This is an optimization exercise on Yosys and OpenROAD, whose aim is small area, a short achievable clock period and few clock cycles per item, not a production implementation. The RTL of this run was laid out without a check of its function. Power is estimated from default activity; no workload was simulated.

==> design.v <==
package scev_pkg;
   localparam logic [31:0] HdrMagic   = 32'h3256_5053;
   localparam logic [31:0] SpvMagic   = 32'h0723_0203;
   localparam logic [63:0] FnvBasis   = 64'hCBF2_9CE4_8422_2325;
   localparam logic [31:0] MaxBytesReset = 32'd67108864;
   localparam logic [2:0] VerdictOk     = 3'd0;
   localparam logic [2:0] VerdictSize   = 3'd1;
   localparam logic [2:0] VerdictHeader = 3'd2;
   localparam logic [2:0] VerdictLength = 3'd3;
   localparam logic [2:0] VerdictHash   = 3'd4;
   localparam logic [2:0] VerdictPrefix = 3'd5;
   localparam logic [2:0] VerdictSpirv  = 3'd6;
   function automatic logic [31:0] inc32(input logic [31:0] v);
      logic [4:0] blk;
      logic       c;
      begin
         blk[0] = 1'b1;
         for (int b = 0; b < 4; b++) blk[b + 1] = blk[b] & (&v[8 * b +: 8]);
         for (int b = 0; b < 4; b++) begin
            c = blk[b];
            for (int i = 0; i < 8; i++) begin
               inc32[8 * b + i] = v[8 * b + i] ^ c;
               c = c & v[8 * b + i];
            end
         end
      end
   endfunction
   function automatic logic [31:0] dec32(input logic [31:0] v);
      dec32 = ~inc32(~v);
   endfunction
   function automatic logic [15:0] dec16(input logic [15:0] v);
      logic [31:0] w;
      begin
         w = dec32({16'hFFFF, v});
         dec16 = w[15:0];
      end
   endfunction
   function automatic logic [63:0] fnv_step(input logic [63:0] hash, input logic [7:0] data);
      logic [63:0] x;
      begin
         x = hash ^ {56'd0, data};
         fnv_step = (x << 40) + (x << 9) - (x << 6) - (x << 4) + (x << 1) + x;
      end
   endfunction
endpackage
module scev_fnv_hash (
   input  logic        clock,
   input  logic        consume,    
   input  logic        payload,    
   input  logic        load,       
   input  logic [7:0]  port_byte,
   output logic [63:0] hash
);
   logic [63:0] x, xn, row0, row1, pg_p, pg_g, next, base;
   logic t1, t2, t3, t4, t5, t6, t7, t8, t9, t10, t11, t12, t13, t14, t15, t16;
   logic t17, t18, t19, t20, t21, t22, t23, t24, t25, t26, t27, t28, t29, t30, t31, t32;
   logic t33, t34, t35, t36, t37, t38, t39, t40, t41, t42, t43, t44, t45, t46, t47, t48;
   logic t49, t50, t51, t52, t53, t54, t55, t56, t57, t58, t59, t60, t61, t62, t63, t64;
   logic t65, t66, t67, t68, t69, t70, t71, t72, t73, t74, t75, t76, t77, t78, t79, t80;
   logic t81, t82, t83, t84, t85, t86, t87, t88, t89, t90, t91, t92, t93, t94, t95, t96;
   logic t97, t98, t99, t100, t101, t102, t103, t104, t105, t106, t107, t108, t109, t110, t111, t112;
   logic t113, t114, t115, t116, t117, t118, t119, t120, t121, t122, t123, t124, t125, t126, t127, t128;
   logic t129, t130, t131, t132, t133, t134, t135, t136, t137, t138, t139, t140, t141, t142, t143, t144;
   logic t145, t146, t147, t148, t149, t150, t151, t152, t153, t154, t155, t156, t157, t158, t159, t160;
   logic t161, t162, t163, t164, t165, t166, t167, t168, t169, t170, t171, t172, t173, t174, t175, t176;
   logic t177, t178, t179, t180, t181, t182, t183, t184, t185, t186, t187, t188, t189, t190, t191, t192;
   logic t193, t194, t195, t196, t197, t198, t199, t200, t201, t202, t203, t204, t205, t206, t207, t208;
   logic t209, t210, t211, t212, t213, t214, t215, t216, t217, t218, t219, t220, t221, t222, t223, t224;
   logic t225, t226, t227, t228, t229, t230, t231, t232, t233, t234, t235, t236, t237, t238, t239, t240;
   logic t241, t242, t243, t244, t245, t246, t247, t248, t249, t250, t251, t252, t253, t254, t255, t256;
   logic t257, t258, t259, t260, t261, t262, t263, t264, t265, t266, t267, t268, t269, t270, t271, t272;
   logic t273, t274, t275, t276, t277, t278, t279, t280, t281, t282, t283, t284, t285, t286, t287, t288;
   logic t289, t290, t291, t292, t293, t294, t295, t296, t297, t298, t299, t300, t301, t302, t303, t304;
   logic t305, t306, t307, t308, t309, t310, t311, t312, t313, t314, t315, t316, t317, t318, t319, t320;
   logic t321, t322, t323, t324, t325, t326, t327, t328, t329, t330, t331, t332, t333, t334, t335, t336;
   logic t337, t338, t339, t340, t341, t342, t343, t344, t345, t346, t347, t348, t349, t350, t351, t352;
   logic t353, t354, t355, t356, t357, t358, t359, t360, t361, t362, t363, t364, t365, t366, t367, t368;
   logic t369, t370, t371, t372, t373, t374, t375, t376, t377, t378, t379, t380, t381, t382, t383, t384;
   logic t385, t386, t387, t388, t389, t390, t391, t392, t393, t394, t395, t396, t397, t398, t399, t400;
   logic t401, t402, t403, t404, c1g, c2g, c2p, c3g, c3p, c4g, c4p, c5g, c5p, c6g, c6p, c7g;
   logic c7p, c8g, c8p, c9g, c9p, c10g, c10p, c11g, c11p, c12g, c12p, c13g, c13p, c14g, c14p, c15g;
   logic c15p, c16g, c16p, c17g, c17p, c18g, c18p, c19g, c19p, c20g, c20p, c21g, c21p, c22g, c22p, c23g;
   logic c23p, c24g, c24p, c25g, c25p, c26g, c26p, c27g, c27p, c28g, c28p, c29g, c29p, c30g, c30p, c31g;
   logic c31p, c32g, c32p, c33g, c34g, c35g, c35p, c36g, c36p, c37g, c37p, c38g, c38p, c39g, c39p, c40g;
   logic c40p, c41g, c41p, c42g, c42p, c43g, c43p, c44g, c44p, c45g, c45p, c46g, c46p, c47g, c47p, c48g;
   logic c48p, c49g, c49p, c50g, c50p, c51g, c51p, c52g, c52p, c53g, c53p, c54g, c54p, c55g, c55p, c56g;
   logic c56p, c57g, c57p, c58g, c58p, c59g, c59p, c60g, c60p, c61g, c61p, c62g, c62p, c63g, c63p, c64g;
   logic c64p, c65g, c66g, c67g, c68g, c69g, c69p, c70g, c70p, c71g, c71p, c72g, c72p, c73g, c73p, c74g;
   logic c74p, c75g, c75p, c76g, c76p, c77g, c77p, c78g, c78p, c79g, c79p, c80g, c80p, c81g, c81p, c82g;
   logic c82p, c83g, c83p, c84g, c84p, c85g, c85p, c86g, c86p, c87g, c87p, c88g, c88p, c89g, c89p, c90g;
   logic c90p, c91g, c91p, c92g, c92p, c93g, c93p, c94g, c94p, c95g, c95p, c96g, c96p, c97g, c98g, c99g;
   logic c100g, c101g, c102g, c103g, c104g, c105g, c105p, c106g, c106p, c107g, c107p, c108g, c108p, c109g, c109p, c110g;
   logic c110p, c111g, c111p, c112g, c112p, c113g, c113p, c114g, c114p, c115g, c115p, c116g, c116p, c117g, c117p, c118g;
   logic c118p, c119g, c119p, c120g, c120p, c121g, c121p, c122g, c122p, c123g, c123p, c124g, c124p, c125g, c125p, c126g;
   logic c126p, c127g, c127p, c128g, c128p, c129g, c130g, c131g, c132g, c133g, c134g, c135g, c136g, c137g, c138g, c139g;
   logic c140g, c141g, c142g, c143g, c144g, c145g, c145p, c146g, c146p, c147g, c147p, c148g, c148p, c149g, c149p, c150g;
   logic c150p, c151g, c151p, c152g, c152p, c153g, c153p, c154g, c154p, c155g, c155p, c156g, c156p, c157g, c157p, c158g;
   logic c158p, c159g, c159p, c160g, c160p, c161g, c162g, c163g, c164g, c165g, c166g, c167g, c168g, c169g, c170g, c171g;
   logic c172g, c173g, c174g, c175g, c176g, c177g, c178g, c179g, c180g, c181g, c182g, c183g, c184g, c185g, c186g, c187g;
   logic c188g, c189g, c190g, c191g, c192g;
   assign x  = hash;
   assign xn = ~x;
   assign t1 = ~x[5];
   assign t2 = x[5];
   assign {t4, t3} = x[6] + x[7];
   assign {t6, t5} = x[7] + x[8];
   assign {t8, t7} = x[0] + x[8] + x[9];
   assign {t10, t9} = x[1] + x[9] + x[10];
   assign {t12, t11} = x[2] + x[10] + x[11];
   assign {t14, t13} = x[3] + x[11] + x[12];
   assign {t16, t15} = x[4] + x[12] + x[13];
   assign {t18, t17} = x[5] + x[13] + x[14];
   assign {t20, t19} = x[6] + x[14] + x[15];
   assign {t22, t21} = x[7] + x[15] + x[16];
   assign {t24, t23} = x[8] + x[16] + x[17];
   assign {t26, t25} = x[9] + x[17] + x[18];
   assign {t28, t27} = x[10] + x[18] + x[19];
   assign {t30, t29} = x[11] + x[19] + x[20];
   assign {t32, t31} = x[12] + x[20] + x[21];
   assign {t34, t33} = x[13] + x[21] + x[22];
   assign {t36, t35} = x[14] + x[22] + x[23];
   assign {t38, t37} = x[15] + x[23] + x[24];
   assign {t40, t39} = x[16] + x[24] + x[25];
   assign {t42, t41} = x[17] + x[25] + x[26];
   assign {t44, t43} = x[18] + x[26] + x[27];
   assign {t46, t45} = x[19] + x[27] + x[28];
   assign {t48, t47} = x[20] + x[28] + x[29];
   assign {t50, t49} = x[21] + x[29] + x[30];
   assign {t52, t51} = x[22] + x[30] + x[31];
   assign {t54, t53} = x[23] + x[31] + x[32];
   assign {t56, t55} = x[24] + x[32] + x[33];
   assign {t58, t57} = x[25] + x[33] + x[34];
   assign {t60, t59} = x[26] + x[34] + x[35];
   assign {t62, t61} = x[27] + x[35] + x[36];
   assign {t64, t63} = x[28] + x[36] + x[37];
   assign {t66, t65} = x[29] + x[37] + x[38];
   assign {t68, t67} = x[30] + x[38] + x[39];
   assign {t70, t69} = x[0] + x[31] + x[39];
   assign {t72, t71} = x[40] + xn[34];
   assign {t74, t73} = x[1] + x[32] + x[40];
   assign {t76, t75} = x[41] + xn[35] + xn[37];
   assign {t78, t77} = x[2] + x[33] + x[41];
   assign {t80, t79} = x[42] + xn[36] + xn[38];
   assign {t82, t81} = x[3] + x[34] + x[42];
   assign {t84, t83} = x[43] + xn[37] + xn[39];
   assign {t86, t85} = x[4] + x[35] + x[43];
   assign {t88, t87} = x[44] + xn[38] + xn[40];
   assign {t90, t89} = x[5] + x[36] + x[44];
   assign {t92, t91} = x[45] + xn[39] + xn[41];
   assign {t94, t93} = x[6] + x[37] + x[45];
   assign {t96, t95} = x[46] + xn[40] + xn[42];
   assign {t98, t97} = x[7] + x[38] + x[46];
   assign {t100, t99} = x[47] + xn[41] + xn[43];
   assign {t102, t101} = x[8] + x[39] + x[47];
   assign {t104, t103} = x[48] + xn[42] + xn[44];
   assign {t106, t105} = x[9] + x[40] + x[48];
   assign {t108, t107} = x[49] + xn[43] + xn[45];
   assign {t110, t109} = x[10] + x[41] + x[49];
   assign {t112, t111} = x[50] + xn[44] + xn[46];
   assign {t114, t113} = x[11] + x[42] + x[50];
   assign {t116, t115} = x[51] + xn[45] + xn[47];
   assign {t118, t117} = x[12] + x[43] + x[51];
   assign {t120, t119} = x[52] + xn[46] + xn[48];
   assign {t122, t121} = x[13] + x[44] + x[52];
   assign {t124, t123} = x[53] + xn[47] + xn[49];
   assign {t126, t125} = x[14] + x[45] + x[53];
   assign {t128, t127} = x[54] + xn[48] + xn[50];
   assign {t130, t129} = x[15] + x[46] + x[54];
   assign {t132, t131} = x[55] + xn[49] + xn[51];
   assign {t134, t133} = x[16] + x[47] + x[55];
   assign {t136, t135} = x[56] + xn[50] + xn[52];
   assign {t138, t137} = x[17] + x[48] + x[56];
   assign {t140, t139} = x[57] + xn[51] + xn[53];
   assign {t142, t141} = x[18] + x[49] + x[57];
   assign {t144, t143} = x[58] + xn[52] + xn[54];
   assign {t146, t145} = x[19] + x[50] + x[58];
   assign {t148, t147} = x[59] + xn[53] + xn[55];
   assign {t150, t149} = x[20] + x[51] + x[59];
   assign {t152, t151} = x[60] + xn[54] + xn[56];
   assign {t154, t153} = x[21] + x[52] + x[60];
   assign {t156, t155} = x[61] + xn[55] + xn[57];
   assign {t158, t157} = x[22] + x[53] + x[61];
   assign {t160, t159} = x[62] + xn[56] + xn[58];
   assign {t162, t161} = x[23] + x[54] + x[62];
   assign {t164, t163} = x[63] + xn[57] + xn[59];
   assign t165 = ~x[3];
   assign t166 = x[3];
   assign {t168, t167} = x[4] + x[5];
   assign {t170, t169} = x[6] + xn[0] + xn[2];
   assign {t172, t171} = xn[1] + xn[3] + t2;
   assign {t174, t173} = xn[2] + xn[4] + t4;
   assign {t176, t175} = xn[3] + xn[5] + t6;
   assign {t178, t177} = xn[4] + xn[6] + t8;
   assign {t180, t179} = xn[5] + xn[7] + t10;
   assign {t182, t181} = xn[6] + xn[8] + t12;
   assign {t184, t183} = xn[7] + xn[9] + t14;
   assign {t186, t185} = xn[8] + xn[10] + t16;
   assign {t188, t187} = xn[9] + xn[11] + t18;
   assign {t190, t189} = xn[10] + xn[12] + t20;
   assign {t192, t191} = xn[11] + xn[13] + t22;
   assign {t194, t193} = xn[12] + xn[14] + t24;
   assign {t196, t195} = xn[13] + xn[15] + t26;
   assign {t198, t197} = xn[14] + xn[16] + t28;
   assign {t200, t199} = xn[15] + xn[17] + t30;
   assign {t202, t201} = xn[16] + xn[18] + t32;
   assign {t204, t203} = xn[17] + xn[19] + t34;
   assign {t206, t205} = xn[18] + xn[20] + t36;
   assign {t208, t207} = xn[19] + xn[21] + t38;
   assign {t210, t209} = xn[20] + xn[22] + t40;
   assign {t212, t211} = xn[21] + xn[23] + t42;
   assign {t214, t213} = xn[22] + xn[24] + t44;
   assign {t216, t215} = xn[23] + xn[25] + t46;
   assign {t218, t217} = xn[24] + xn[26] + t48;
   assign {t220, t219} = xn[25] + xn[27] + t50;
   assign {t222, t221} = xn[26] + xn[28] + t52;
   assign {t224, t223} = xn[27] + xn[29] + t54;
   assign {t226, t225} = xn[28] + xn[30] + t56;
   assign {t228, t227} = xn[29] + xn[31] + t58;
   assign {t230, t229} = xn[30] + xn[32] + t60;
   assign {t232, t231} = xn[31] + xn[33] + t62;
   assign {t234, t233} = xn[32] + xn[34] + t64;
   assign {t236, t235} = xn[33] + xn[35] + t66;
   assign {t238, t237} = xn[36] + t68 + t69;
   assign {t240, t239} = t70 + t73 + t72;
   assign {t242, t241} = t74 + t77 + t76;
   assign {t244, t243} = t78 + t81 + t80;
   assign {t246, t245} = t82 + t85 + t84;
   assign {t248, t247} = t86 + t89 + t88;
   assign {t250, t249} = t90 + t93 + t92;
   assign {t252, t251} = t94 + t97 + t96;
   assign {t254, t253} = t98 + t101 + t100;
   assign {t256, t255} = t102 + t105 + t104;
   assign {t258, t257} = t106 + t109 + t108;
   assign {t260, t259} = t110 + t113 + t112;
   assign {t262, t261} = t114 + t117 + t116;
   assign {t264, t263} = t118 + t121 + t120;
   assign {t266, t265} = t122 + t125 + t124;
   assign {t268, t267} = t126 + t129 + t128;
   assign {t270, t269} = t130 + t133 + t132;
   assign {t272, t271} = t134 + t137 + t136;
   assign {t274, t273} = t138 + t141 + t140;
   assign {t276, t275} = t142 + t145 + t144;
   assign {t278, t277} = t146 + t149 + t148;
   assign {t280, t279} = t150 + t153 + t152;
   assign {t282, t281} = t154 + t157 + t156;
   assign {t284, t283} = t158 + t161 + t160;
   assign {t286, t285} = x[4] + xn[0];
   assign {t288, t287} = xn[1] + t166 + t167;
   assign {t290, t289} = t168 + t1 + t169;
   assign {t292, t291} = t3 + t170 + t171;
   assign {t294, t293} = t5 + t172 + t173;
   assign {t296, t295} = t7 + t174 + t175;
   assign {t298, t297} = t9 + t176 + t177;
   assign {t300, t299} = t11 + t178 + t179;
   assign {t302, t301} = t13 + t180 + t181;
   assign {t304, t303} = t15 + t182 + t183;
   assign {t306, t305} = t17 + t184 + t185;
   assign {t308, t307} = t19 + t186 + t187;
   assign {t310, t309} = t21 + t188 + t189;
   assign {t312, t311} = t23 + t190 + t191;
   assign {t314, t313} = t25 + t192 + t193;
   assign {t316, t315} = t27 + t194 + t195;
   assign {t318, t317} = t29 + t196 + t197;
   assign {t320, t319} = t31 + t198 + t199;
   assign {t322, t321} = t33 + t200 + t201;
   assign {t324, t323} = t35 + t202 + t203;
   assign {t326, t325} = t37 + t204 + t205;
   assign {t328, t327} = t39 + t206 + t207;
   assign {t330, t329} = t41 + t208 + t209;
   assign {t332, t331} = t43 + t210 + t211;
   assign {t334, t333} = t45 + t212 + t213;
   assign {t336, t335} = t47 + t214 + t215;
   assign {t338, t337} = t49 + t216 + t217;
   assign {t340, t339} = t51 + t218 + t219;
   assign {t342, t341} = t53 + t220 + t221;
   assign {t344, t343} = t55 + t222 + t223;
   assign {t346, t345} = t57 + t224 + t225;
   assign {t348, t347} = t59 + t226 + t227;
   assign {t350, t349} = t61 + t228 + t229;
   assign {t352, t351} = t63 + t230 + t231;
   assign {t354, t353} = t65 + t232 + t233;
   assign {t356, t355} = t67 + t234 + t235;
   assign {t358, t357} = t71 + t236 + t237;
   assign {t360, t359} = t75 + t238 + t239;
   assign {t362, t361} = t79 + t240 + t241;
   assign {t364, t363} = t83 + t242 + t243;
   assign {t366, t365} = t87 + t244 + t245;
   assign {t368, t367} = t91 + t246 + t247;
   assign {t370, t369} = t95 + t248 + t249;
   assign {t372, t371} = t99 + t250 + t251;
   assign {t374, t373} = t103 + t252 + t253;
   assign {t376, t375} = t107 + t254 + t255;
   assign {t378, t377} = t111 + t256 + t257;
   assign {t380, t379} = t115 + t258 + t259;
   assign {t382, t381} = t119 + t260 + t261;
   assign {t384, t383} = t123 + t262 + t263;
   assign {t386, t385} = t127 + t264 + t265;
   assign {t388, t387} = t131 + t266 + t267;
   assign {t390, t389} = t135 + t268 + t269;
   assign {t392, t391} = t139 + t270 + t271;
   assign {t394, t393} = t143 + t272 + t273;
   assign {t396, t395} = t147 + t274 + t275;
   assign {t398, t397} = t151 + t276 + t277;
   assign {t400, t399} = t155 + t278 + t279;
   assign {t402, t401} = t159 + t280 + t281;
   assign {t404, t403} = t163 + t282 + t283;
   assign row0 = {t402, t400, t398, t396, t394, t392, t390, t388, t386, t384, t382, t380, t378, t376, t374, t372, t370, t368, t366, t364, t362, t360, t358, t356, t354, t352, t350, t348, t346, t344, t342, t340, t338, t336, t334, t332, t330, t328, t326, t324, t322, t320, t318, t316, t314, t312, t310, t308, t306, t304, t302, t300, t298, t296, t294, t292, t290, t288, t286, t165, x[2], x[1], x[0], x[0]};
   assign row1 = {t403, t401, t399, t397, t395, t393, t391, t389, t387, t385, t383, t381, t379, t377, t375, t373, t371, t369, t367, t365, t363, t361, t359, t357, t355, t353, t351, t349, t347, t345, t343, t341, t339, t337, t335, t333, t331, t329, t327, t325, t323, t321, t319, t317, t315, t313, t311, t309, t307, t305, t303, t301, t299, t297, t295, t293, t291, t289, t287, t285, x[3], x[2], x[1], 1'b0};
   assign pg_p = row0 ^ row1;
   assign pg_g = row0 & row1;
   assign c1g = pg_g[1] | (pg_p[1] & pg_g[0]);
   assign c2g = pg_g[3] | (pg_p[3] & pg_g[2]);
   assign c2p = pg_p[3] & pg_p[2];
   assign c3g = pg_g[5] | (pg_p[5] & pg_g[4]);
   assign c3p = pg_p[5] & pg_p[4];
   assign c4g = pg_g[7] | (pg_p[7] & pg_g[6]);
   assign c4p = pg_p[7] & pg_p[6];
   assign c5g = pg_g[9] | (pg_p[9] & pg_g[8]);
   assign c5p = pg_p[9] & pg_p[8];
   assign c6g = pg_g[11] | (pg_p[11] & pg_g[10]);
   assign c6p = pg_p[11] & pg_p[10];
   assign c7g = pg_g[13] | (pg_p[13] & pg_g[12]);
   assign c7p = pg_p[13] & pg_p[12];
   assign c8g = pg_g[15] | (pg_p[15] & pg_g[14]);
   assign c8p = pg_p[15] & pg_p[14];
   assign c9g = pg_g[17] | (pg_p[17] & pg_g[16]);
   assign c9p = pg_p[17] & pg_p[16];
   assign c10g = pg_g[19] | (pg_p[19] & pg_g[18]);
   assign c10p = pg_p[19] & pg_p[18];
   assign c11g = pg_g[21] | (pg_p[21] & pg_g[20]);
   assign c11p = pg_p[21] & pg_p[20];
   assign c12g = pg_g[23] | (pg_p[23] & pg_g[22]);
   assign c12p = pg_p[23] & pg_p[22];
   assign c13g = pg_g[25] | (pg_p[25] & pg_g[24]);
   assign c13p = pg_p[25] & pg_p[24];
   assign c14g = pg_g[27] | (pg_p[27] & pg_g[26]);
   assign c14p = pg_p[27] & pg_p[26];
   assign c15g = pg_g[29] | (pg_p[29] & pg_g[28]);
   assign c15p = pg_p[29] & pg_p[28];
   assign c16g = pg_g[31] | (pg_p[31] & pg_g[30]);
   assign c16p = pg_p[31] & pg_p[30];
   assign c17g = pg_g[33] | (pg_p[33] & pg_g[32]);
   assign c17p = pg_p[33] & pg_p[32];
   assign c18g = pg_g[35] | (pg_p[35] & pg_g[34]);
   assign c18p = pg_p[35] & pg_p[34];
   assign c19g = pg_g[37] | (pg_p[37] & pg_g[36]);
   assign c19p = pg_p[37] & pg_p[36];
   assign c20g = pg_g[39] | (pg_p[39] & pg_g[38]);
   assign c20p = pg_p[39] & pg_p[38];
   assign c21g = pg_g[41] | (pg_p[41] & pg_g[40]);
   assign c21p = pg_p[41] & pg_p[40];
   assign c22g = pg_g[43] | (pg_p[43] & pg_g[42]);
   assign c22p = pg_p[43] & pg_p[42];
   assign c23g = pg_g[45] | (pg_p[45] & pg_g[44]);
   assign c23p = pg_p[45] & pg_p[44];
   assign c24g = pg_g[47] | (pg_p[47] & pg_g[46]);
   assign c24p = pg_p[47] & pg_p[46];
   assign c25g = pg_g[49] | (pg_p[49] & pg_g[48]);
   assign c25p = pg_p[49] & pg_p[48];
   assign c26g = pg_g[51] | (pg_p[51] & pg_g[50]);
   assign c26p = pg_p[51] & pg_p[50];
   assign c27g = pg_g[53] | (pg_p[53] & pg_g[52]);
   assign c27p = pg_p[53] & pg_p[52];
   assign c28g = pg_g[55] | (pg_p[55] & pg_g[54]);
   assign c28p = pg_p[55] & pg_p[54];
   assign c29g = pg_g[57] | (pg_p[57] & pg_g[56]);
   assign c29p = pg_p[57] & pg_p[56];
   assign c30g = pg_g[59] | (pg_p[59] & pg_g[58]);
   assign c30p = pg_p[59] & pg_p[58];
   assign c31g = pg_g[61] | (pg_p[61] & pg_g[60]);
   assign c31p = pg_p[61] & pg_p[60];
   assign c32g = pg_g[63] | (pg_p[63] & pg_g[62]);
   assign c32p = pg_p[63] & pg_p[62];
   assign c33g = pg_g[2] | (pg_p[2] & c1g);
   assign c34g = c2g | (c2p & c1g);
   assign c35g = pg_g[6] | (pg_p[6] & c3g);
   assign c35p = pg_p[6] & c3p;
   assign c36g = c4g | (c4p & c3g);
   assign c36p = c4p & c3p;
   assign c37g = pg_g[10] | (pg_p[10] & c5g);
   assign c37p = pg_p[10] & c5p;
   assign c38g = c6g | (c6p & c5g);
   assign c38p = c6p & c5p;
   assign c39g = pg_g[14] | (pg_p[14] & c7g);
   assign c39p = pg_p[14] & c7p;
   assign c40g = c8g | (c8p & c7g);
   assign c40p = c8p & c7p;
   assign c41g = pg_g[18] | (pg_p[18] & c9g);
   assign c41p = pg_p[18] & c9p;
   assign c42g = c10g | (c10p & c9g);
   assign c42p = c10p & c9p;
   assign c43g = pg_g[22] | (pg_p[22] & c11g);
   assign c43p = pg_p[22] & c11p;
   assign c44g = c12g | (c12p & c11g);
   assign c44p = c12p & c11p;
   assign c45g = pg_g[26] | (pg_p[26] & c13g);
   assign c45p = pg_p[26] & c13p;
   assign c46g = c14g | (c14p & c13g);
   assign c46p = c14p & c13p;
   assign c47g = pg_g[30] | (pg_p[30] & c15g);
   assign c47p = pg_p[30] & c15p;
   assign c48g = c16g | (c16p & c15g);
   assign c48p = c16p & c15p;
   assign c49g = pg_g[34] | (pg_p[34] & c17g);
   assign c49p = pg_p[34] & c17p;
   assign c50g = c18g | (c18p & c17g);
   assign c50p = c18p & c17p;
   assign c51g = pg_g[38] | (pg_p[38] & c19g);
   assign c51p = pg_p[38] & c19p;
   assign c52g = c20g | (c20p & c19g);
   assign c52p = c20p & c19p;
   assign c53g = pg_g[42] | (pg_p[42] & c21g);
   assign c53p = pg_p[42] & c21p;
   assign c54g = c22g | (c22p & c21g);
   assign c54p = c22p & c21p;
   assign c55g = pg_g[46] | (pg_p[46] & c23g);
   assign c55p = pg_p[46] & c23p;
   assign c56g = c24g | (c24p & c23g);
   assign c56p = c24p & c23p;
   assign c57g = pg_g[50] | (pg_p[50] & c25g);
   assign c57p = pg_p[50] & c25p;
   assign c58g = c26g | (c26p & c25g);
   assign c58p = c26p & c25p;
   assign c59g = pg_g[54] | (pg_p[54] & c27g);
   assign c59p = pg_p[54] & c27p;
   assign c60g = c28g | (c28p & c27g);
   assign c60p = c28p & c27p;
   assign c61g = pg_g[58] | (pg_p[58] & c29g);
   assign c61p = pg_p[58] & c29p;
   assign c62g = c30g | (c30p & c29g);
   assign c62p = c30p & c29p;
   assign c63g = pg_g[62] | (pg_p[62] & c31g);
   assign c63p = pg_p[62] & c31p;
   assign c64g = c32g | (c32p & c31g);
   assign c64p = c32p & c31p;
   assign c65g = pg_g[4] | (pg_p[4] & c34g);
   assign c66g = c3g | (c3p & c34g);
   assign c67g = c35g | (c35p & c34g);
   assign c68g = c36g | (c36p & c34g);
   assign c69g = pg_g[12] | (pg_p[12] & c38g);
   assign c69p = pg_p[12] & c38p;
   assign c70g = c7g | (c7p & c38g);
   assign c70p = c7p & c38p;
   assign c71g = c39g | (c39p & c38g);
   assign c71p = c39p & c38p;
   assign c72g = c40g | (c40p & c38g);
   assign c72p = c40p & c38p;
   assign c73g = pg_g[20] | (pg_p[20] & c42g);
   assign c73p = pg_p[20] & c42p;
   assign c74g = c11g | (c11p & c42g);
   assign c74p = c11p & c42p;
   assign c75g = c43g | (c43p & c42g);
   assign c75p = c43p & c42p;
   assign c76g = c44g | (c44p & c42g);
   assign c76p = c44p & c42p;
   assign c77g = pg_g[28] | (pg_p[28] & c46g);
   assign c77p = pg_p[28] & c46p;
   assign c78g = c15g | (c15p & c46g);
   assign c78p = c15p & c46p;
   assign c79g = c47g | (c47p & c46g);
   assign c79p = c47p & c46p;
   assign c80g = c48g | (c48p & c46g);
   assign c80p = c48p & c46p;
   assign c81g = pg_g[36] | (pg_p[36] & c50g);
   assign c81p = pg_p[36] & c50p;
   assign c82g = c19g | (c19p & c50g);
   assign c82p = c19p & c50p;
   assign c83g = c51g | (c51p & c50g);
   assign c83p = c51p & c50p;
   assign c84g = c52g | (c52p & c50g);
   assign c84p = c52p & c50p;
   assign c85g = pg_g[44] | (pg_p[44] & c54g);
   assign c85p = pg_p[44] & c54p;
   assign c86g = c23g | (c23p & c54g);
   assign c86p = c23p & c54p;
   assign c87g = c55g | (c55p & c54g);
   assign c87p = c55p & c54p;
   assign c88g = c56g | (c56p & c54g);
   assign c88p = c56p & c54p;
   assign c89g = pg_g[52] | (pg_p[52] & c58g);
   assign c89p = pg_p[52] & c58p;
   assign c90g = c27g | (c27p & c58g);
   assign c90p = c27p & c58p;
   assign c91g = c59g | (c59p & c58g);
   assign c91p = c59p & c58p;
   assign c92g = c60g | (c60p & c58g);
   assign c92p = c60p & c58p;
   assign c93g = pg_g[60] | (pg_p[60] & c62g);
   assign c93p = pg_p[60] & c62p;
   assign c94g = c31g | (c31p & c62g);
   assign c94p = c31p & c62p;
   assign c95g = c63g | (c63p & c62g);
   assign c95p = c63p & c62p;
   assign c96g = c64g | (c64p & c62g);
   assign c96p = c64p & c62p;
   assign c97g = pg_g[8] | (pg_p[8] & c68g);
   assign c98g = c5g | (c5p & c68g);
   assign c99g = c37g | (c37p & c68g);
   assign c100g = c38g | (c38p & c68g);
   assign c101g = c69g | (c69p & c68g);
   assign c102g = c70g | (c70p & c68g);
   assign c103g = c71g | (c71p & c68g);
   assign c104g = c72g | (c72p & c68g);
   assign c105g = pg_g[24] | (pg_p[24] & c76g);
   assign c105p = pg_p[24] & c76p;
   assign c106g = c13g | (c13p & c76g);
   assign c106p = c13p & c76p;
   assign c107g = c45g | (c45p & c76g);
   assign c107p = c45p & c76p;
   assign c108g = c46g | (c46p & c76g);
   assign c108p = c46p & c76p;
   assign c109g = c77g | (c77p & c76g);
   assign c109p = c77p & c76p;
   assign c110g = c78g | (c78p & c76g);
   assign c110p = c78p & c76p;
   assign c111g = c79g | (c79p & c76g);
   assign c111p = c79p & c76p;
   assign c112g = c80g | (c80p & c76g);
   assign c112p = c80p & c76p;
   assign c113g = pg_g[40] | (pg_p[40] & c84g);
   assign c113p = pg_p[40] & c84p;
   assign c114g = c21g | (c21p & c84g);
   assign c114p = c21p & c84p;
   assign c115g = c53g | (c53p & c84g);
   assign c115p = c53p & c84p;
   assign c116g = c54g | (c54p & c84g);
   assign c116p = c54p & c84p;
   assign c117g = c85g | (c85p & c84g);
   assign c117p = c85p & c84p;
   assign c118g = c86g | (c86p & c84g);
   assign c118p = c86p & c84p;
   assign c119g = c87g | (c87p & c84g);
   assign c119p = c87p & c84p;
   assign c120g = c88g | (c88p & c84g);
   assign c120p = c88p & c84p;
   assign c121g = pg_g[56] | (pg_p[56] & c92g);
   assign c121p = pg_p[56] & c92p;
   assign c122g = c29g | (c29p & c92g);
   assign c122p = c29p & c92p;
   assign c123g = c61g | (c61p & c92g);
   assign c123p = c61p & c92p;
   assign c124g = c62g | (c62p & c92g);
   assign c124p = c62p & c92p;
   assign c125g = c93g | (c93p & c92g);
   assign c125p = c93p & c92p;
   assign c126g = c94g | (c94p & c92g);
   assign c126p = c94p & c92p;
   assign c127g = c95g | (c95p & c92g);
   assign c127p = c95p & c92p;
   assign c128g = c96g | (c96p & c92g);
   assign c128p = c96p & c92p;
   assign c129g = pg_g[16] | (pg_p[16] & c104g);
   assign c130g = c9g | (c9p & c104g);
   assign c131g = c41g | (c41p & c104g);
   assign c132g = c42g | (c42p & c104g);
   assign c133g = c73g | (c73p & c104g);
   assign c134g = c74g | (c74p & c104g);
   assign c135g = c75g | (c75p & c104g);
   assign c136g = c76g | (c76p & c104g);
   assign c137g = c105g | (c105p & c104g);
   assign c138g = c106g | (c106p & c104g);
   assign c139g = c107g | (c107p & c104g);
   assign c140g = c108g | (c108p & c104g);
   assign c141g = c109g | (c109p & c104g);
   assign c142g = c110g | (c110p & c104g);
   assign c143g = c111g | (c111p & c104g);
   assign c144g = c112g | (c112p & c104g);
   assign c145g = pg_g[48] | (pg_p[48] & c120g);
   assign c145p = pg_p[48] & c120p;
   assign c146g = c25g | (c25p & c120g);
   assign c146p = c25p & c120p;
   assign c147g = c57g | (c57p & c120g);
   assign c147p = c57p & c120p;
   assign c148g = c58g | (c58p & c120g);
   assign c148p = c58p & c120p;
   assign c149g = c89g | (c89p & c120g);
   assign c149p = c89p & c120p;
   assign c150g = c90g | (c90p & c120g);
   assign c150p = c90p & c120p;
   assign c151g = c91g | (c91p & c120g);
   assign c151p = c91p & c120p;
   assign c152g = c92g | (c92p & c120g);
   assign c152p = c92p & c120p;
   assign c153g = c121g | (c121p & c120g);
   assign c153p = c121p & c120p;
   assign c154g = c122g | (c122p & c120g);
   assign c154p = c122p & c120p;
   assign c155g = c123g | (c123p & c120g);
   assign c155p = c123p & c120p;
   assign c156g = c124g | (c124p & c120g);
   assign c156p = c124p & c120p;
   assign c157g = c125g | (c125p & c120g);
   assign c157p = c125p & c120p;
   assign c158g = c126g | (c126p & c120g);
   assign c158p = c126p & c120p;
   assign c159g = c127g | (c127p & c120g);
   assign c159p = c127p & c120p;
   assign c160g = c128g | (c128p & c120g);
   assign c160p = c128p & c120p;
   assign c161g = pg_g[32] | (pg_p[32] & c144g);
   assign c162g = c17g | (c17p & c144g);
   assign c163g = c49g | (c49p & c144g);
   assign c164g = c50g | (c50p & c144g);
   assign c165g = c81g | (c81p & c144g);
   assign c166g = c82g | (c82p & c144g);
   assign c167g = c83g | (c83p & c144g);
   assign c168g = c84g | (c84p & c144g);
   assign c169g = c113g | (c113p & c144g);
   assign c170g = c114g | (c114p & c144g);
   assign c171g = c115g | (c115p & c144g);
   assign c172g = c116g | (c116p & c144g);
   assign c173g = c117g | (c117p & c144g);
   assign c174g = c118g | (c118p & c144g);
   assign c175g = c119g | (c119p & c144g);
   assign c176g = c120g | (c120p & c144g);
   assign c177g = c145g | (c145p & c144g);
   assign c178g = c146g | (c146p & c144g);
   assign c179g = c147g | (c147p & c144g);
   assign c180g = c148g | (c148p & c144g);
   assign c181g = c149g | (c149p & c144g);
   assign c182g = c150g | (c150p & c144g);
   assign c183g = c151g | (c151p & c144g);
   assign c184g = c152g | (c152p & c144g);
   assign c185g = c153g | (c153p & c144g);
   assign c186g = c154g | (c154p & c144g);
   assign c187g = c155g | (c155p & c144g);
   assign c188g = c156g | (c156p & c144g);
   assign c189g = c157g | (c157p & c144g);
   assign c190g = c158g | (c158p & c144g);
   assign c191g = c159g | (c159p & c144g);
   assign c192g = c160g | (c160p & c144g);
   assign next[0] = pg_p[0];
   assign next[1] = pg_p[1] ^ pg_g[0];
   assign next[2] = pg_p[2] ^ c1g;
   assign next[3] = pg_p[3] ^ c33g;
   assign next[4] = pg_p[4] ^ c34g;
   assign next[5] = pg_p[5] ^ c65g;
   assign next[6] = pg_p[6] ^ c66g;
   assign next[7] = pg_p[7] ^ c67g;
   assign next[8] = pg_p[8] ^ c68g;
   assign next[9] = pg_p[9] ^ c97g;
   assign next[10] = pg_p[10] ^ c98g;
   assign next[11] = pg_p[11] ^ c99g;
   assign next[12] = pg_p[12] ^ c100g;
   assign next[13] = pg_p[13] ^ c101g;
   assign next[14] = pg_p[14] ^ c102g;
   assign next[15] = pg_p[15] ^ c103g;
   assign next[16] = pg_p[16] ^ c104g;
   assign next[17] = pg_p[17] ^ c129g;
   assign next[18] = pg_p[18] ^ c130g;
   assign next[19] = pg_p[19] ^ c131g;
   assign next[20] = pg_p[20] ^ c132g;
   assign next[21] = pg_p[21] ^ c133g;
   assign next[22] = pg_p[22] ^ c134g;
   assign next[23] = pg_p[23] ^ c135g;
   assign next[24] = pg_p[24] ^ c136g;
   assign next[25] = pg_p[25] ^ c137g;
   assign next[26] = pg_p[26] ^ c138g;
   assign next[27] = pg_p[27] ^ c139g;
   assign next[28] = pg_p[28] ^ c140g;
   assign next[29] = pg_p[29] ^ c141g;
   assign next[30] = pg_p[30] ^ c142g;
   assign next[31] = pg_p[31] ^ c143g;
   assign next[32] = pg_p[32] ^ c144g;
   assign next[33] = pg_p[33] ^ c161g;
   assign next[34] = pg_p[34] ^ c162g;
   assign next[35] = pg_p[35] ^ c163g;
   assign next[36] = pg_p[36] ^ c164g;
   assign next[37] = pg_p[37] ^ c165g;
   assign next[38] = pg_p[38] ^ c166g;
   assign next[39] = pg_p[39] ^ c167g;
   assign next[40] = pg_p[40] ^ c168g;
   assign next[41] = pg_p[41] ^ c169g;
   assign next[42] = pg_p[42] ^ c170g;
   assign next[43] = pg_p[43] ^ c171g;
   assign next[44] = pg_p[44] ^ c172g;
   assign next[45] = pg_p[45] ^ c173g;
   assign next[46] = pg_p[46] ^ c174g;
   assign next[47] = pg_p[47] ^ c175g;
   assign next[48] = pg_p[48] ^ c176g;
   assign next[49] = pg_p[49] ^ c177g;
   assign next[50] = pg_p[50] ^ c178g;
   assign next[51] = pg_p[51] ^ c179g;
   assign next[52] = pg_p[52] ^ c180g;
   assign next[53] = pg_p[53] ^ c181g;
   assign next[54] = pg_p[54] ^ c182g;
   assign next[55] = pg_p[55] ^ c183g;
   assign next[56] = pg_p[56] ^ c184g;
   assign next[57] = pg_p[57] ^ c185g;
   assign next[58] = pg_p[58] ^ c186g;
   assign next[59] = pg_p[59] ^ c187g;
   assign next[60] = pg_p[60] ^ c188g;
   assign next[61] = pg_p[61] ^ c189g;
   assign next[62] = pg_p[62] ^ c190g;
   assign next[63] = pg_p[63] ^ c191g;
   assign base = payload ? next : scev_pkg::FnvBasis;
   always_ff @(posedge clock) begin
      if (consume) begin
         hash[63:8] <= base[63:8];
      end
      if (consume || load) begin
         hash[7:0] <= (consume ? base[7:0] : hash[7:0]) ^ (load ? port_byte : 8'd0);
      end
   end
endmodule
module scev_spirv_walk (
   input  logic       clock,
   input  logic       reset,
   input  logic       step,       
   input  logic       header,     
   input  logic       word,       
   input  logic [7:0] data_byte,
   output logic       bad         
);
   logic [1:0]  lane_ff;    
   logic [2:0]  widx_ff;    
   logic [15:0] skip_ff;    
   logic [7:0]  b2_ff;      
   logic        zero_ff;    
   logic        bad_ff;
   logic [15:0] len;
   logic [7:0]  magic_byte;
   logic        byte_zero;
   logic        bad_now;
   always_comb begin
      len        = {data_byte, b2_ff};
      byte_zero  = data_byte == 8'd0;
      magic_byte = scev_pkg::SpvMagic[8 * lane_ff +: 8];
      bad_now    = 1'b0;
      case (widx_ff)
         3'd0: bad_now = data_byte != magic_byte;
         3'd3: bad_now = lane_ff == 2'd3 && zero_ff && byte_zero;
         3'd4: bad_now = !byte_zero;
         3'd5: bad_now = lane_ff == 2'd3 && skip_ff == 16'd0 && len == 16'd0;
         default: ;
      endcase
   end
   always_ff @(posedge clock) begin
      if (reset) begin
         lane_ff <= '0;
         widx_ff <= '0;
         bad_ff  <= 1'b0;
      end else if (step && header) begin
         lane_ff <= '0;
         widx_ff <= '0;
         bad_ff  <= 1'b0;
      end else if (step && word) begin
         lane_ff <= lane_ff + 2'd1;
         if (bad_now) bad_ff <= 1'b1;
         if (lane_ff == 2'd3 && widx_ff != 3'd5) widx_ff <= widx_ff + 3'd1;
      end
   end
   always_ff @(posedge clock) begin
      if (step && word) begin
         zero_ff <= (lane_ff == 2'd0 || zero_ff) && byte_zero;
         if (lane_ff == 2'd2) b2_ff <= data_byte;
         if (lane_ff == 2'd3) begin
            if (widx_ff != 3'd5) skip_ff <= '0;
            else skip_ff <= scev_pkg::dec16(skip_ff == 16'd0 ? len : skip_ff);
         end
      end
   end
   assign bad = bad_ff || widx_ff != 3'd5 || skip_ff != 16'd0;
endmodule
module shader_cache_entry_validator_unit (
   input  logic        clock,
   input  logic        reset,
   input  logic        req_tvalid,
   output logic        req_tready,
   input  logic [15:0] req_tdata,   
   input  logic        req_tlast,   
   output logic        rsp_tvalid,
   input  logic        rsp_tready,
   output logic [39:0] rsp_tdata,   
   input  logic        csr_valid,
   output logic        csr_ready,
   input  logic [1:0]  csr_index,
   input  logic [31:0] csr_data
);
   logic [31:0] stage_code_ff;
   logic [23:0] contract_len_ff;
   logic [23:0] source_len_ff;
   logic [31:0] max_bytes_ff;
   logic        in_valid_ff;
   logic [7:0]  in_file_ff;
   logic        in_differs_ff;   
   logic        in_last_ff;
   logic [1:0]  owed_ff;         
   logic        ready_ff;
   logic [31:0] pos_ff;          
   logic        payload_ff;      
   logic        words_ff;        
   logic        over_ff;         
   logic        header_bad_ff;
   logic [31:0] word_count_ff;
   logic [31:0] len_left_ff;     
   logic        len_high_ff;     
   logic        len_sum_ok_ff;   
   logic [63:0] hash_field_ff;
   logic        prefix_bad_ff;
   logic        vp_valid_ff;
   logic [2:0]  vp_code_ff;      
   logic        fin_valid_ff;
   logic [2:0]  fin_code_ff;     
   logic        rsp_valid_ff;
   logic [2:0]  rsp_code_ff;
   logic [31:0] rejected_ff;
   logic        take, take_payload, consume, last, header, prefix, word;
   logic [5:0]  hpos;
   logic [7:0]  expect_byte;
   logic        check_byte;
   logic [63:0] hash;
   logic        walk_bad;
   logic [25:0] prefix_end;
   logic        at_prefix_end_ff;   
   logic        at_max;
   logic [2:0]  pre_code;
   logic [2:0]  code;
   logic        load_rsp;
   logic [1:0]  owed_next;
   assign csr_ready  = 1'b1;
   assign req_tready = ready_ff;
   assign rsp_tvalid = rsp_valid_ff;
   assign rsp_tdata  = {5'd0, rejected_ff, rsp_code_ff};
   always_ff @(posedge clock) begin
      if (reset) begin
         stage_code_ff   <= '0;
         contract_len_ff <= '0;
         source_len_ff   <= '0;
         max_bytes_ff    <= scev_pkg::MaxBytesReset;
      end else if (csr_valid) begin
         case (csr_index)
            2'd0: stage_code_ff   <= csr_data;
            2'd1: contract_len_ff <= csr_data[23:0];
            2'd2: source_len_ff   <= csr_data[23:0];
            default: max_bytes_ff <= csr_data;
         endcase
      end
   end
   assign take = req_tvalid && ready_ff;
   always_ff @(posedge clock) begin
      in_valid_ff   <= take && !reset;
      in_file_ff    <= req_tdata[7:0];
      in_differs_ff <= req_tdata[7:0] != req_tdata[15:8];
      in_last_ff    <= req_tlast;
   end
   always_comb begin
      owed_next = owed_ff;
      if (take && req_tlast) owed_next = owed_next + 2'd1;
      if (rsp_valid_ff && rsp_tready) owed_next = owed_next - 2'd1;
   end
   always_ff @(posedge clock) begin
      if (reset) begin
         owed_ff  <= '0;
         ready_ff <= 1'b1;
      end else begin
         owed_ff  <= owed_next;
         ready_ff <= !owed_next[1];
      end
   end
   assign consume = in_valid_ff;
   assign last    = in_last_ff;
   assign header  = !payload_ff;
   assign prefix  = payload_ff && !words_ff;
   assign word    = words_ff;
   assign hpos    = pos_ff[5:0];
   assign prefix_end = {2'd0, contract_len_ff} + {2'd0, source_len_ff} + 26'd38;
   assign at_max  = pos_ff == max_bytes_ff;
   always_comb begin
      check_byte  = header && hpos < 6'd20;
      expect_byte = 8'd0;
      case (hpos[4:0])
         5'd0:  expect_byte = scev_pkg::HdrMagic[7:0];
         5'd1:  expect_byte = scev_pkg::HdrMagic[15:8];
         5'd2:  expect_byte = scev_pkg::HdrMagic[23:16];
         5'd3:  expect_byte = scev_pkg::HdrMagic[31:24];
         5'd4:  expect_byte = 8'd2;
         5'd8:  expect_byte = stage_code_ff[7:0];
         5'd9:  expect_byte = stage_code_ff[15:8];
         5'd10: expect_byte = stage_code_ff[23:16];
         5'd11: expect_byte = stage_code_ff[31:24];
         5'd12: expect_byte = contract_len_ff[7:0];
         5'd13: expect_byte = contract_len_ff[15:8];
         5'd14: expect_byte = contract_len_ff[23:16];
         5'd16: expect_byte = source_len_ff[7:0];
         5'd17: expect_byte = source_len_ff[15:8];
         5'd18: expect_byte = source_len_ff[23:16];
         default: expect_byte = 8'd0;
      endcase
   end
   always_ff @(posedge clock) begin
      if (reset) begin
         pos_ff        <= '0;
         payload_ff    <= 1'b0;
         words_ff      <= 1'b0;
         at_prefix_end_ff <= 1'b0;
         over_ff       <= 1'b0;
         header_bad_ff <= 1'b0;
         len_high_ff   <= 1'b0;
         len_sum_ok_ff <= 1'b0;
      end else if (consume) begin
         if (last) begin
            pos_ff        <= '0;
            payload_ff    <= 1'b0;
            words_ff      <= 1'b0;
            at_prefix_end_ff <= 1'b0;
            over_ff       <= 1'b0;
            header_bad_ff <= 1'b0;
            len_high_ff   <= 1'b0;
            len_sum_ok_ff <= 1'b0;
         end else begin
            pos_ff <= scev_pkg::inc32(pos_ff);
            at_prefix_end_ff <= pos_ff == {6'd0, prefix_end};
            if (header && hpos == 6'd39) payload_ff <= 1'b1;
            if (at_max) over_ff <= 1'b1;
            if (check_byte && in_file_ff != expect_byte) header_bad_ff <= 1'b1;
            if (header && hpos[5:2] == 4'd7 && in_file_ff != 8'd0) len_high_ff <= 1'b1;
            if (at_prefix_end_ff) begin
               words_ff <= 1'b1;
               if (len_left_ff == {word_count_ff[29:0], 1'b0, payload_ff} &&
                   word_count_ff[31:30] == 2'd0) len_sum_ok_ff <= 1'b1;
            end
         end
      end
   end
   always_ff @(posedge clock) begin
      if (consume) begin
         if (header) begin
            case (hpos)
               6'd20: word_count_ff[7:0]   <= in_file_ff;
               6'd21: word_count_ff[15:8]  <= in_file_ff;
               6'd22: word_count_ff[23:16] <= in_file_ff;
               6'd23: word_count_ff[31:24] <= in_file_ff;
               6'd24: len_left_ff[7:0]     <= in_file_ff;
               6'd25: len_left_ff[15:8]    <= in_file_ff;
               6'd26: len_left_ff[23:16]   <= in_file_ff;
               6'd27: len_left_ff[31:24]   <= in_file_ff;
               6'd32: hash_field_ff[7:0]   <= in_file_ff;
               6'd33: hash_field_ff[15:8]  <= in_file_ff;
               6'd34: hash_field_ff[23:16] <= in_file_ff;
               6'd35: hash_field_ff[31:24] <= in_file_ff;
               6'd36: hash_field_ff[39:32] <= in_file_ff;
               6'd37: hash_field_ff[47:40] <= in_file_ff;
               6'd38: hash_field_ff[55:48] <= in_file_ff;
               6'd39: hash_field_ff[63:56] <= in_file_ff;
               default: ;
            endcase
         end else begin
            len_left_ff <= scev_pkg::dec32(len_left_ff);
         end
      end
   end
   always_ff @(posedge clock) begin
      if (reset) begin
         prefix_bad_ff <= 1'b0;
      end else if (consume) begin
         if (header) prefix_bad_ff <= 1'b0;
         else if (prefix && in_differs_ff) prefix_bad_ff <= 1'b1;
      end
   end
   assign take_payload = take && (consume ? !last && (payload_ff || hpos == 6'd39) : payload_ff);
   scev_fnv_hash u_hash (
      .clock     (clock),
      .consume   (consume),
      .payload   (payload_ff),
      .load      (take_payload),
      .port_byte (req_tdata[7:0]),
      .hash      (hash)
   );
   scev_spirv_walk u_walk (
      .clock     (clock),
      .reset     (reset),
      .step      (consume),
      .header    (header),
      .word      (word),
      .data_byte (in_file_ff),
      .bad       (walk_bad)
   );
   always_comb begin
      if (over_ff || at_max || (header && hpos != 6'd39)) begin
         pre_code = scev_pkg::VerdictSize;
      end else if (header_bad_ff || (word_count_ff[31:3] == 29'd0 && word_count_ff[2:0] < 3'd5)) begin
         pre_code = scev_pkg::VerdictHeader;
      end else if (!(payload_ff && len_left_ff == 32'd1 && !len_high_ff && len_sum_ok_ff)) begin
         pre_code = scev_pkg::VerdictLength;
      end else begin
         pre_code = scev_pkg::VerdictOk;
      end
   end
   always_comb begin
      if (vp_code_ff != scev_pkg::VerdictOk) code = vp_code_ff;
      else if (hash != hash_field_ff) code = scev_pkg::VerdictHash;
      else if (prefix_bad_ff) code = scev_pkg::VerdictPrefix;
      else if (walk_bad) code = scev_pkg::VerdictSpirv;
      else code = scev_pkg::VerdictOk;
   end
   assign load_rsp = fin_valid_ff && !rsp_valid_ff;
   always_ff @(posedge clock) begin
      if (reset) begin
         vp_valid_ff  <= 1'b0;
         fin_valid_ff <= 1'b0;
         rsp_valid_ff <= 1'b0;
         rejected_ff  <= '0;
      end else begin
         vp_valid_ff <= consume && last;
         if (vp_valid_ff) fin_valid_ff <= 1'b1;
         else if (load_rsp) fin_valid_ff <= 1'b0;
         if (load_rsp) begin
            rsp_valid_ff <= 1'b1;
            if (fin_code_ff != scev_pkg::VerdictOk)
               rejected_ff <= scev_pkg::inc32(rejected_ff) | {32{&rejected_ff}};
         end else if (rsp_tready) begin
            rsp_valid_ff <= 1'b0;
         end
      end
   end
   always_ff @(posedge clock) begin
      if (consume && last) vp_code_ff <= pre_code;
      if (vp_valid_ff) fin_code_ff <= code;
      if (load_rsp) rsp_code_ff <= fin_code_ff;
   end
endmodule
==> flow/run.sh <==
#!/bin/bash
# Own layout flow: the standard flow (standard.sh, standard synthesis unchanged) with
# smaller port buffers and a clock tree without dummy loads, set through ORFS's environment
# variables. The flow's full output goes to flow_orfs.log in this folder.
set -euo pipefail
cd "$(dirname "$0")/.."
export BUFFER_PORTS_ARGS="-buffer_cell sky130_fd_sc_hd__buf_1"
export CTS_ARGS="-sink_clustering_enable -repair_clock_nets -dont_use_dummy_load -sink_clustering_size 15 -sink_clustering_max_diameter 50 -buf_list {sky130_fd_sc_hd__clkbuf_4 sky130_fd_sc_hd__clkbuf_8}"
bash standard.sh > flow_orfs.log 2>&1
==> standard.sh <==
#!/bin/bash
# synth_recipe.tcl (not shown) runs the flow's synth.tcl, then flattens the netlist and writes it again
# the make line also repeats each setting of config.mk as NAME=value (left out here)
make -C /OpenROAD-flow-scripts/flow DESIGN_CONFIG=/design/flow/config.mk WORK_HOME=/design/flow/orfs CLKGATE_MAP_FILE= SYNTH_SCRIPT=/design/flow/synth_recipe.tcl "${@:-finish}"
==> config.mk <==
export PLATFORM = sky130hd
export DESIGN_NAME = shader_cache_entry_validator_unit
export DESIGN_NICKNAME = shader_cache_entry_validator_unit
export VERILOG_FILES = /design/flow/design.v
export SDC_FILE = /design/flow/constraint.sdc
export NUM_CORES = 4
export LEC_CHECK = 0
export CAP_MARGIN = 20
export CORE_MARGIN = 2
export CORE_UTILIZATION = 40
export SETUP_SLACK_MARGIN = 5
export SLEW_MARGIN = 20
==> constraint.sdc <==
create_clock -name core_clock -period 10.0 [get_ports {clock}]
set_input_delay 2.0000 -clock core_clock [delete_from_list [all_inputs] [get_ports {clock}]]
set_output_delay 2.0000 -clock core_clock [all_outputs]
set_load 0.01 [all_outputs]
==> results.txt <==
-- state kept, by name, indices dropped and copies added (netlist names), 8 cells and up --
register	count
contract_len_ff	24
hash_field_ff	64
in_file_ff	8
len_left_ff	32
max_bytes_ff	32
pos_ff	32
rejected_ff	32
source_len_ff	24
stage_code_ff	32
u_hash.hash	64
u_walk.b2_ff	8
u_walk.skip_ff	16
word_count_ff	32
-- final timing paths --
check,slack (ns),cells past startpoint,end
worst min-delay path,0.46,2,at_prefix_end_ff$_SDFFE_PP0P_
worst max register to register,5.01,17,u_hash.hash[59]$_SDFFCE_PN1P_
worst max-delay path,5.01,17,u_hash.hash[59]$_SDFFCE_PN1P_
worst min register to register,0.46,2,at_prefix_end_ff$_SDFFE_PP0P_
-- routing by layer --
metal	vias to the layer above	GRT usage [%]
li1	10490	-
met1	10804	30.99
met2	748	35.22
met3	146	4.623
met4	0	6.931
met5	-	0
-- cells in the final DEF (no fill, tap or decap), types with 7 or more instances in the layout --
cell	count
a211oi_1	10
a21o_1	22
a21oi_1	245
a221oi_1	8
a22oi_1	17
and3_1	12
buf_1	91
buf_4	170
buf_6	7
clkbuf_8	54
dfxtp_1	205
edfxtp_1	225
fa_1	194
ha_1	211
ha_4	7
inv_1	355
mux2i_1	11
nand2_1	328
nand2b_1	21
nand3_1	30
nand3b_1	8
nand4_1	53
nor2_1	194
nor2b_1	33
nor3_1	86
nor4_1	59
o21a_1	11
o21ai_0	48
o22ai_1	10
or2_2	12
or3_1	7
xnor2_1	126
xor2_1	121
-- layout make-up --
type / count / area, µm² / area share (%)
flip-flops and latches: 432 / 10910 / 33.48
inverters: 360 / 1351 / 4.148
diodes: 2 / 5.005 / 0.01536
repair buffers: 270 / 1709 / 5.246
well taps: 950 / 1189 / 3.649
clock buffers: 54 / 743.2 / 2.281
multi-input cells: 2064 / 16670 / 51.18
-- cells by family after synthesis --
group	share of synthesized area, %
mux	0.4697
buf+inv	6.140
flops	37.54
simple gates	14.69
xor+xnor	7.450
compound gates	10.62
fa+ha+maj	23.06
other cells	0.02586
-- power by group through the flow --
| stage | Clock (mW) | Combinational, mW | Sequential (mW) |
|---|---|---|---|
| after floorplan | 0 | 0.723 | 1.96 |
| after CTS | 1.13 | 0.993 | 1.93 |
| after global placement | 0 | 0.951 | 1.98 |
| final | 1.11 | 1.09 | 1.93 |
| after global routing | 1.20 | 1.21 | 1.93 |
| after detailed placement | 0 | 0.953 | 1.98 |
-- critical path, delay by kind of cell (launching register included) --
family | cells | cell delay (ns)
buffers and inverters | 4 | 0.63
multiplexers | 1 | 0.29
flip-flops | 1 | 0.41
adder cells (fa/ha/maj) | 4 | 1.72
AND/OR/NAND/NOR | 4 | 0.86
AO/OA/AOI/OAI | 4 | 0.78
-- what timing repair did --
action	4_1_cts	5_1_grt
gates resized for setup	11	39
setup endpoints to repair	19	24
endpoints found under the hold margin	0	0
hold buffers	0	0
setup buffers	45	90
pin swaps	6	34
==> flow_summary.ini <==
[run_status]
outcome = no timing/DRC/antenna violations

[floorplan]
dieArea_mm2 = 0.07476
initial_core_util_pct = 40.48
rows = 98
dieHeight_um = 273.4
coreArea_mm2 = 0.07173
pin_count = 99
fp.dieW_um = 273.4

[synthesis]
synthArstFlopShare_pct = 0
syn_area_per_cell_um2 = 9.820
synth_area_leader_cell = edfxtp_1
ys_ff_latch = 432
syn_inst = 2957
ys_types = 98
ys.flop_type = edfxtp_1
synth.top_cells.by_area = edfxtp_1 23%, dfxtp_1 14%, fa_1 14%
synth.top_cells.by_count = 359 x inv_1, 328 x nand2_1, 249 x a21oi_1
synth_top_area_share_pct = 23.27
synth-edff-count = 225
syn_area_mm2 = 0.02904
yosysMostFrequentCell = inv_1
yosys_warnings = 3
ys_seq_area_share_pct = 37.54

[sta]
relSlewSlack_pct = 25.70
worst_slew_pin_slew_ns = 1.104
setup_violations = 0
min_period_ns = 4.989
layout_setup_ws_ns = 5.011
finalCritPeriodShare_pct = 49.89
rsz0062_at_grt = yes
fin_tns_setup_ns = 0
slew_viol_final = 0
hold_viol = 0
max_clock_freq_mhz = 200.4
clock_skew_ns = 0.1404
holdWs_ns = 0.4551

[cells_and_area]
utilization_pct = 45.42
design_area_mm2 = 0.03258
fillers = 6923
area_delta_synth_final_pct = 12.19
drive_above_1_share_pct = 10.06
final_net_count = 3655
instances_no_fill = 4132

[pwr]
powerDensity_mw_per_mm2 = 126.6
p_sw_share_pct = 31.59
p_comb_share_pct = 26.4
power_mw = 4.124
intPower_mw = 2.821
p_seq_share_pct = 46.8
clockPowerShare_pct = 26.9
power.switching_mw = 1.302
p_leak_nw = 13.46
peakVddDrop_mv = 0.09595

[cts]
cts.sinks = 432
cts_max_level = 2
ctsLongestPathBuffers = 3
clk_pin_slew_ns = 0.09
cts-root-buf = clkbuf_8
cts_tree = yes
worstSkewPairLatency_ns = 0.71
cts_buffers = 54

[worst_setup_path]
cp_data_required_time_ns = 10.34
startpoint_type = flop
crit_start = u_hash.hash[13]$_SDFFCE_PN1P_
path_class = reg2reg
cp_max_fo = 4
slowest_delay_ns = 0.54
end_kind = flop
cp_slowest_cell = fa_1
cp_data_arrival_time_ns = 5.33
critPathMostFrequentCell = buf_4
rr_startpoint = u_hash.hash[13]$_SDFFCE_PN1P_
worstPathCellList = buf_4 > buf_4 > buf_4 > fa_1 > fa_1 > fa_1 > ha_4 > nand2_1 > nor2_2 > or4b_4 > a2111oi_4 > buf_4 > o211ai_4 > a21boi_2 > or2_4 > a21boi_2 > mux2_4

[place]
place_inst = 3940
placed_cell_area_mm2 = 0.03054
place_hpwl_um = 62010
pre_cts_ws_ns = 4.663
io_buffers = 92
place.gp.congestion = 0.9170

[route]
drc_errors = 0
detail_route.first_pass.iterations = 6
met1Wirelength_um = 37340
drtAntennaViolNets = 0
wl_met3_um = 6264
via_per_inst = 5.370
top_layer = met4
vias = 22188
drt_wl_total_um = 84830
wl_per_cell_um = 20.53
met2_length_um = 38890
dr.first_iter.drc_count = 2236

[global_routing]
grt_pass1_vias = 21285
antenna_found_initial = 1
grt_util_all_layers_pct = 22.40
grt_max_degree = 81
grt-ovfl-total = 0
grt_pass1_wl_um = 128000

[run]
max_cap_violations = 0

[min_path]
hold_start = at_prefix_end_ff$_SDFFE_PP0P_
hp-class = reg2reg

[static timing again, ports no longer ideal]
The results above use ideal ports. As a check the final layout listed here was re-extracted and re-timed, cells and wires unchanged. Step 1, drivers: a clkbuf_16 drives clock and a buf_2 each remaining input, both assumed. Step 2 moves the port delays by t, midway between the first and last clock arrival at a register: inputs arrive t later, outputs are due t later. That takes back most of the time a late clock gives input paths. a / b / c = no drivers / after step 1 / after step 2; a / b = the first two.
shift t [ns]: 0.712
setup slack, ns: 5.011 / 5.011 / 5.011
worst setup path after step 2: register to register
latest minus earliest clock arrival (ns): 0.162 / 0.163
cell pins on the clock port's net: 1
After both steps setup and hold are still met in this run. For this run, drivers alone change the setup slack by 0.000 ns; drivers and shift together by 0.000 ns.
